What follows belongs to an exercise in optimizing a design on an open flow for small area, a short achievable clock period and few clock cycles per item; a production flow would make more cautious choices. In this exercise RTL edits were held to simulation tests only and were not proved equivalent to the original.

==> flow/design.v (excerpt) <==
module rotor_stack #(
  parameter  int NUM_ROTORS = 3,
  parameter  int ALPHA      = 26,
  localparam int W          = $clog2(ALPHA)
) (
  input  logic                    clk,
  input  logic                    reset,
  input  logic                    cfg_we,
  input  logic [3:0]              cfg_sel,
  input  logic [1:0]              cfg_kind,
  input  logic [W-1:0]            cfg_idx,
  input  logic [W-1:0]            cfg_val,
  output logic                    cfg_ready,
  input  logic                    set_in,
  input  logic [NUM_ROTORS*W-1:0] init_pos_in,
  input  logic                    in_valid,
  output logic                    in_ready,
  input  logic [W-1:0]            char_in,
  output logic                    out_valid,
  output logic [W-1:0]            char_out,
  output logic [NUM_ROTORS*W-1:0] pos_out
);
  function automatic logic [4:0] fold(input logic [4:0] v);
    fold = (v >= 5'd26) ? v - 5'd26 : v;
  endfunction
  function automatic logic [4:0] add26(input logic [4:0] a, input logic [4:0] b);
    logic [5:0] s;
    s = {1'b0, a} + {1'b0, b};
    add26 = (s >= 6'd26) ? 5'(s - 6'd26) : s[4:0];
  endfunction
  function automatic logic [4:0] sub26(input logic [4:0] a, input logic [4:0] b);
    sub26 = (a >= b) ? a - b : a + 5'd26 - b;
  endfunction
  function automatic logic [4:0] neg26(input logic [4:0] a);
    neg26 = (a == 5'd0) ? 5'd0 : 5'd26 - a;
  endfunction
  function automatic logic [4:0] dec26(input logic [4:0] a);
    dec26 = (a == 5'd0) ? 5'd25 : a - 5'd1;
  endfunction
  function automatic logic [4:0] inc26(input logic [4:0] a);
    inc26 = (a == 5'd25) ? 5'd0 : a + 5'd1;
  endfunction
  logic [2:0][4:0]         pos_q, ring_q, notch_q;
  logic [4:0]              sa0_q;           
  logic [4:0]              ringm0_q;        
  logic [4:0]              s1_q, s2_q;      
  logic [2:0][25:0][4:0]   fwd_q;
  logic [25:0][4:0]        refl_q;
  logic [2:0]              fwd_ld_q;
  logic                    refl_ld_q;
  logic                    wr_q;
  logic [3:0]              wsel_q;
  logic [1:0]              wkind_q;
  logic [4:0]              widx_q, wval_q;
  logic                    mode_q;          
  ...
Size: roughly 3300 cells after synthesis, roughly 64 I/O pins, roughly 40000 um^2 of cells after synthesis.
Settings: LEC_CHECK=0, CAP_MARGIN=20, CORE_MARGIN=2, CORE_UTILIZATION=65, PLACE_DENSITY=0.75, SLEW_MARGIN=20; clock period 10.0 ns.
standard.sh (not shown) runs the stock make flow with config.mk's settings and CLKGATE_MAP_FILE= SYNTH_SCRIPT=/design/flow/synth_recipe.tcl, a recipe that flattens the netlist after the stock synthesis.
==> flow/flow/run.sh <==
#!/bin/bash
set -euo pipefail
bash standard.sh SETUP_SLACK_MARGIN=7.5 finish > flow_make.log 2>&1
The starting point finished with timing, DRC and antenna clean.
Testbench counts at the start, summed over its fixed seeds: cycles 6,416, items 3,600.
Next try:
==> flow/flow/run.sh (replaced) <==
#!/bin/bash
set -euo pipefail
bash standard.sh SETUP_SLACK_MARGIN=7 finish > flow_make.log 2>&1
Settings changed: CTS_CLUSTER_DIAMETER set to 80, CTS_CLUSTER_SIZE set to 25.
=>
- die area is unchanged
- first-iteration DRC count went up by 6.8%
- core utilization goes down by 5.5 points
- setup slack degrades by 0.025 ns
- global-route usage goes down by 2.3 points
- clock-buffer cell count shrinks by 54
Next try:
==> flow/flow/run.sh (replaced) <==
#!/bin/bash
set -euo pipefail
bash standard.sh SETUP_SLACK_MARGIN=6.5 finish > flow_make.log 2>&1
Effect:
- worst setup slack is worse by 0.11 ns
- die area does not change
- sequential share of layout area went up by 3.9 points
- non-clock buffer count decreases by 184
- count of clock-buffer cells in the layout is lower by 3
- final area came out lower by 8.5%
- global-route usage goes down by 2.8 points
- routed wire length falls by 11%
Next try:
==> flow/flow/run.sh (replaced) <==
#!/bin/bash
set -euo pipefail
bash standard.sh SETUP_SLACK_MARGIN=7 finish > flow_make.log 2>&1
Settings changed: CAP_MARGIN 20 to 10, SLEW_MARGIN 20 to 10.
Global-route usage increases by 3.0 points. Hold slack is worse by 0.022 ns. Final cell count came out higher by 4.7%. Core utilization went up by 6.8 points. Setup slack is better by 0.18 ns.


rotor_stack, a different RTL version from the one above (not shown whole).
Size in the first run: ~3000 cells after synthesis, roughly 840 flip-flops, about 64 I/O pins, ~40000 um^2 of cells after synthesis.
clock: 10.0 ns
lec_check: 0
cap_margin: 20
core_margin: 2
core_utilization: 70
cts_cluster_diameter: 80
cts_cluster_size: 25
place_density: 0.8
slew_margin: 20
==> flow/flow/run.sh <==
#!/bin/bash
set -euo pipefail
bash standard.sh SETUP_SLACK_MARGIN=7 finish > flow_make.log 2>&1
Testbench counts at the start, summed over its fixed seeds: cycles 6,584, items 3,600.
Then changed:
==> flow/flow/run.sh (replaced) <==
#!/bin/bash
set -euo pipefail
bash standard.sh SETUP_SLACK_MARGIN=7.15 finish > flow_make.log 2>&1
CORE_UTILIZATION = 65   (was 70)
PLACE_DENSITY = 0.75   (was 0.8)
After rerunning: The changed run completed without violations. Core utilization drops by 4.8 points. Final cell count grows by 0.86%. Clock-buffer cell count shrinks by 1. Setup slack gets better by 17 ps. Register-to-register slack improved by 200 ps. Clock skew stays flat. Global-route usage came out lower by 1.9 points. Cell area is higher by 0.56%.
Then changed:
==> flow/flow/run.sh (replaced) <==
#!/bin/bash
set -euo pipefail
bash standard.sh SETUP_SLACK_MARGIN=7 finish > flow_make.log 2>&1
=> Via count stays flat. Non-clock buffer count climbs by 2. Design area is about the same. Worst setup slack gets worse by 6.3 ps. Worst hold slack gets better by 3.8 ps. Routed wire length drops by 1.5%. Critical path depth does not change.


== rev 12 ==
rotor_stack, a different RTL version from the one above (not shown whole).
For scale: ~3,000 cells after synthesis, roughly 890 flip-flops, ~64 I/O pins.
Settings: LEC_CHECK=0, CAP_MARGIN=20, CORE_MARGIN=2, CORE_UTILIZATION=65, CTS_CLUSTER_DIAMETER=80, CTS_CLUSTER_SIZE=25, PLACE_DENSITY=0.75, SLEW_MARGIN=20; clock period 10.0 ns.
==> flow/flow/run.sh <==
#!/bin/bash
set -euo pipefail
bash standard.sh SETUP_SLACK_MARGIN=6.85 finish > flow_make.log 2>&1
Testbench counts of rev 12, summed over its fixed seeds: cycles 6,584, items 3,600.
Edits applied to the flow inputs when going from rev 12 to rev 13:
==> flow/flow/run.sh <==
#!/bin/bash
set -euo pipefail
bash standard.sh SETUP_SLACK_MARGIN=7 finish > flow_make.log 2>&1
Findings:
Rev 13 finished every stage and its layout cleared the timing, design-rule and antenna checks.
From rev 12 to rev 13 the numbers moved as follows: normalized max-slew margin fell 0.70 points; via count of the first global-routing pass rose 376.
Multi-input logic portion of the cell area across rev 13 and rev 12: no real change.
Against rev 12, rev 13 reports a final core area utilization that is higher.
Share of the clock period used by the worst path, rev 13 and rev 12: higher on rev 12
Diff rev 13..rev 12 | worst hold slack across all endpoints | negligible
[compare] base=rev 12 new=rev 13: final worst slack went up by 0.036 ns.

[afterwards: timing with drivers on the ports]
The results above use ideal ports. As a check the final layouts listed here were re-extracted and re-timed, cells and wires unchanged. Step 1, drivers: a clkbuf_16 drives clk and a buf_2 each remaining input, both assumed. Step 2, shift: input delay + t, output delay - t, t = (earliest + latest rising clock arrival at the registers) / 2. This alone moves slack from input paths to output paths. Three values: ideal ports, drivers, drivers and shift; two values: the first two.
run	t (ns)	setup WS [ns]	slew at the worst register clock pin (ns)
the first run of note 1	0.701	6.523 / 6.523 / 6.523	0.07 / 0.07
the second run of note 1	0.683	6.498 / 6.498 / 6.409	0.11 / 0.11
the third run of note 1	0.676	6.390 / 6.390 / 5.970	0.11 / 0.11
the fourth run of note 1	0.667	6.571 / 6.571 / 6.425	0.11 / 0.11
the first run of note 2	0.661	6.908 / 6.844 / 6.426	0.10 / 0.10
the second run of note 2	0.663	6.926 / 6.861 / 6.550	0.10 / 0.10
the third run of note 2	0.669	6.920 / 6.856 / 6.473	0.11 / 0.11
rev 12	0.683	6.879 / 6.824 / 6.237	0.11 / 0.11
rev 13	0.669	6.915 / 6.850 / 6.365	0.10 / 0.10
After both steps every run listed still meets setup and hold. For rev 12, which loses most, drivers alone change the setup slack by -0.055 ns; drivers and shift together by -0.642 ns.
